Source: an optimization exercise on an open RTL-to-GDS flow (aim: small area). Production flows keep margins and buffers that such runs may drop. The RTL was checked by simulation tests, not by an equivalence proof against the original design. Power and IR drop assume default switching activity.

==> inputs of job 854 <==
==> flow/design.v (excerpt) <==
module reg_file_32x32 #(
  parameter int DATA_W = regfile_pkg::DATA_W,
  parameter int ADDR_W = regfile_pkg::ADDR_W,
  parameter int DEPTH  = regfile_pkg::DEPTH
) (
  input  logic              clk,
  input  logic              reset,
  input  logic [ADDR_W-1:0] rd_addr1,
  input  logic [ADDR_W-1:0] rd_addr2,
  output logic [DATA_W-1:0] rd_data1,
  output logic [DATA_W-1:0] rd_data2,
  input  logic              wr_en,
  input  logic [ADDR_W-1:0] wr_addr,
  input  logic [DATA_W-1:0] wr_data
);
  logic [DEPTH-1:0][DATA_W-1:0] regs;
  always_ff @(posedge clk) begin
    if (reset) begin
      regs <= '0;
    end else if (wr_en && (wr_addr != ADDR_W'(regfile_pkg::REG_ZERO))) begin
      regs[wr_addr] <= wr_data;
    end
  end
  regfile_read_port #(
    .DATA_W (DATA_W),
    .ADDR_W (ADDR_W),
    .DEPTH  (DEPTH)
  ) u_port1 (
    .addr    (rd_addr1),
    .regs    (regs),
    .wr_en   (wr_en),
    .wr_addr (wr_addr),
    .wr_data (wr_data),
    .reset   (reset),
    .data    (rd_data1)
  );
  regfile_read_port #(
    .DATA_W (DATA_W),
    .ADDR_W (ADDR_W),
    .DEPTH  (DEPTH)
  ) u_port2 (
    .addr    (rd_addr2),
    .regs    (regs),
    .wr_en   (wr_en),
    .wr_addr (wr_addr),
    .wr_data (wr_data),
    .reset   (reset),
    .data    (rd_data2)
  );
endmodule
==> module regfile_read_port, before the edit <==
module regfile_read_port #(
  parameter int DATA_W = regfile_pkg::DATA_W,
  parameter int ADDR_W = regfile_pkg::ADDR_W,
  parameter int DEPTH  = regfile_pkg::DEPTH
) (
  input  logic [ADDR_W-1:0]             addr,
  input  logic [DEPTH-1:0][DATA_W-1:0]  regs,
  input  logic                          wr_en,
  input  logic [ADDR_W-1:0]             wr_addr,
  input  logic [DATA_W-1:0]             wr_data,
  input  logic                          reset,
  output logic [DATA_W-1:0]             data
);
  logic unused_bypass;
  assign unused_bypass = ^{wr_en, wr_addr, wr_data, reset};
  always_comb begin
    data = regs[addr];
    if (addr == ADDR_W'(regfile_pkg::REG_ZERO)) begin
      data = '0;
    end
  end
endmodule
==> module reg_file_32x32, before the edit <==
module reg_file_32x32 #(
  parameter int DATA_W = regfile_pkg::DATA_W,
  parameter int ADDR_W = regfile_pkg::ADDR_W,
  parameter int DEPTH  = regfile_pkg::DEPTH
) (
  input  logic              clk,
  input  logic              reset,
  input  logic [ADDR_W-1:0] rd_addr1,
  input  logic [ADDR_W-1:0] rd_addr2,
  output logic [DATA_W-1:0] rd_data1,
  output logic [DATA_W-1:0] rd_data2,
  input  logic              wr_en,
  input  logic [ADDR_W-1:0] wr_addr,
  input  logic [DATA_W-1:0] wr_data
);
  logic [DEPTH-1:0][DATA_W-1:0] regs;
  always_ff @(posedge clk) begin
    if (reset) begin
      regs <= '0;
    end else if (wr_en && (wr_addr != ADDR_W'(regfile_pkg::REG_ZERO))) begin
      regs[wr_addr] <= wr_data;
    end
  end
  regfile_read_port #(
    .DATA_W (DATA_W),
    .ADDR_W (ADDR_W),
    .DEPTH  (DEPTH)
  ) u_port1 (
    .addr    (rd_addr1),
    .regs    (regs),
    .wr_en   (wr_en),
    .wr_addr (wr_addr),
    .wr_data (wr_data),
    .reset   (reset),
    .data    (rd_data1)
  );
  regfile_read_port #(
    .DATA_W (DATA_W),
    .ADDR_W (ADDR_W),
    .DEPTH  (DEPTH)
  ) u_port2 (
    .addr    (rd_addr2),
    .regs    (regs),
    .wr_en   (wr_en),
    .wr_addr (wr_addr),
    .wr_data (wr_data),
    .reset   (reset),
    .data    (rd_data2)
  );
endmodule
make LEC_CHECK=0 CAP_MARGIN=20 CORE_MARGIN=2 CORE_UTILIZATION=40 SLEW_MARGIN=20 finish   # period 6.0 ns
run.sh (not shown) runs the stock make flow with config.mk's settings and CLKGATE_MAP_FILE= SYNTH_SCRIPT=/design/flow/synth_recipe.tcl, a recipe that flattens the netlist after the stock synthesis.
==> job 5936 (differences from job 854) <==
==> flow/design.v (replaced) <==
package regfile_pkg;
  localparam int DATA_W = 32;
  localparam int ADDR_W = 5;
  localparam int DEPTH  = 32;
  localparam logic [ADDR_W-1:0] REG_ZERO = 5'd0;
  typedef logic [ADDR_W-1:0] reg_addr_t;
  typedef logic [DATA_W-1:0] reg_data_t;
endpackage
module regfile_read_port #(
  parameter int DATA_W = regfile_pkg::DATA_W,
  parameter int ADDR_W = regfile_pkg::ADDR_W,
  parameter int DEPTH  = regfile_pkg::DEPTH
) (
  input  logic [ADDR_W-1:0]             addr,
  input  logic [DEPTH-1:1][DATA_W-1:0]  regs,
  output logic [DATA_W-1:0]             data
);
  logic [DEPTH-1:1] sel;
  always_comb begin
    for (int r = 1; r < DEPTH; r++) begin
      sel[r] = (addr == ADDR_W'(r));
    end
  end
  for (genvar b = 0; b < DATA_W; b++) begin : g_bit
    logic [9:0] grp_n;
    for (genvar g = 0; g < 10; g++) begin : g_grp
      regfile_aoi222 u_aoi (
        .a0 (sel[3*g+1]), .b0 (regs[3*g+1][b]),
        .a1 (sel[3*g+2]), .b1 (regs[3*g+2][b]),
        .a2 (sel[3*g+3]), .b2 (regs[3*g+3][b]),
        .y  (grp_n[g])
      );
    end
    regfile_or_tail u_tail (
      .grp_n (grp_n),
      .a     (sel[31]),
      .b     (regs[31][b]),
      .y     (data[b])
    );
  end
endmodule
module regfile_aoi222 (
  input  logic a0, b0, a1, b1, a2, b2,
  output logic y
);
  assign y = ~((a0 & b0) | (a1 & b1) | (a2 & b2));
endmodule
module regfile_or_tail (
  input  logic [9:0] grp_n,
  input  logic       a, b,
  output logic       y
);
  logic [2:0] part;
  regfile_nand4 u_n0 (.a(grp_n[0]), .b(grp_n[1]), .c(grp_n[2]), .d(grp_n[3]), .y(part[0]));
  regfile_nand4 u_n1 (.a(grp_n[4]), .b(grp_n[5]), .c(grp_n[6]), .d(grp_n[7]), .y(part[1]));
  regfile_nand3 u_n2 (.a(grp_n[8]), .b(grp_n[9]), .c(~(a & b)), .y(part[2]));
  assign y = |part;
endmodule
module regfile_nand4 (
  input  logic a, b, c, d,
  output logic y
);
  assign y = ~(a & b & c & d);
endmodule
module regfile_nand3 (
  input  logic a, b, c,
  output logic y
);
  assign y = ~(a & b & c);
endmodule
module reg_file_32x32 #(
  parameter int DATA_W = regfile_pkg::DATA_W,
  parameter int ADDR_W = regfile_pkg::ADDR_W,
  parameter int DEPTH  = regfile_pkg::DEPTH
) (
  input  logic              clk,
  input  logic              reset,
  input  logic [ADDR_W-1:0] rd_addr1,
  input  logic [ADDR_W-1:0] rd_addr2,
  output logic [DATA_W-1:0] rd_data1,
  output logic [DATA_W-1:0] rd_data2,
  input  logic              wr_en,
  input  logic [ADDR_W-1:0] wr_addr,
  input  logic [DATA_W-1:0] wr_data
);
  logic [DEPTH-1:1][DATA_W-1:0] regs;
  logic [DEPTH-1:1] wsel, load, hold;
  always_comb begin
    for (int r = 1; r < DEPTH; r++) begin
      wsel[r] = wr_en && (wr_addr == ADDR_W'(r));
      load[r] = wsel[r] && !reset;
      hold[r] = !(wsel[r] || reset);
    end
  end
  logic [DEPTH-1:1][DATA_W-1:0] regs_d;
  for (genvar r = 1; r < DEPTH; r++) begin : g_row
    for (genvar b = 0; b < DATA_W; b++) begin : g_bit
      regfile_ao22 u_next (
        .a0 (load[r]), .b0 (wr_data[b]),
        .a1 (hold[r]), .b1 (regs[r][b]),
        .y  (regs_d[r][b])
      );
    end
  end
  always_ff @(posedge clk) begin
    regs <= regs_d;
  end
  regfile_read_port #(
    .DATA_W (DATA_W),
    .ADDR_W (ADDR_W),
    .DEPTH  (DEPTH)
  ) u_port1 (
    .addr (rd_addr1),
    .regs (regs),
    .data (rd_data1)
  );
  regfile_read_port #(
    .DATA_W (DATA_W),
    .ADDR_W (ADDR_W),
    .DEPTH  (DEPTH)
  ) u_port2 (
    .addr (rd_addr2),
    .regs (regs),
    .data (rd_data2)
  );
endmodule
module regfile_ao22 (
  input  logic a0, b0, a1, b1,
  output logic y
);
  assign y = (a0 & b0) | (a1 & b1);
endmodule
Settings changed: SYNTH_HIERARCHICAL set to 1.
==> qor summary <==
| quantity | job 854 | job 5936 |
|---|---|---|
| Status | timing/DRC/antenna clean | timing/DRC/antenna clean |
| Non-Filler Instances | 7147 | 4880 |
| Worst IR drop on VDD | 0.0003054 V | 0.0002064 V |
| Worst Setup SP | rd_addr2[1] | rd_addr2[4] |
| Via count normalized by instance count | 6.852 | 8.080 |
| Setup slack of the critical path after layout | 0.1220 ns | 0.06864 ns |
| DRT Wirelength | 222300 um | 186600 um |
| Largest net degree at the start of global routing | 152 | 43 |
| Post-synthesis share of cell area spent on xor and xnor gates | 0.04674% | 0% |
| Routing usage on met3 | 7.286% | 11.15% |
| Count of mapped cells out of synthesis | 5497 | 3142 |
| Number of unique standard cell types used by synthesis | 50 | 36 |
| Number of cell rows | 137 | 112 |
| Clock buf count | 172 | 149 |
| Final critical path time including I/O delays and setup | 5.878 ns | 5.931 ns |
| Clock Power Share | 43.7% | 47.5% |
| Chip Width | 378.9 um | 311.7 um |
| Number of flip-flops in the largest register | 1024 | 992 |
| TritonCTS buffer count | 112 | 103 |
| Number of search-and-repair iterations in the first detailed-routing pass | 5 | 17 |
| FF+latch area | 0.02050 mm^2 | 0.01986 mm^2 |
| Flops & latches, synth | 1024 | 992 |
| Share of final layout cell area taken by non-clock buffers | 5.552% | 6.697% |
| Max stage delay on crit path | 0.90 ns | 1.02 ns |
| Layout cells sized above 1 | 17.38% | 14.27% |

re-timing with driven ports:
In the flow no input, the clock included, has a driving cell. The finished layouts below were timed again as built, in two steps.
Step 1 assumes that a clkbuf_16 drives the clock port and a buf_2 every other input.
Step 2 times the ports against the registers' clock, not the clock port: input delays grow and output delays shrink by t, the midpoint of the rising clock arrivals with the driver on.
a / b / c = no drivers / after step 1 / after step 2; a / b = the first two.
run | t, ns | setup WS [ns] | worst setup path at the end | worst register clock-pin slew, ns | worst data-port slew with drivers (ns)
job 854 | 0.829 | 0.122 / 0.098 / 0.098 | input to output | 0.07 / 0.07 | 0.20
job 5936 | 0.747 | 0.069 / 0.040 / 0.040 | input to output | 0.07 / 0.07 | 0.09
After both steps setup and hold are still met in every run listed. The setup slack of job 5936, which loses most, moves by -0.029 ns with the drivers and by -0.029 ns with both steps.
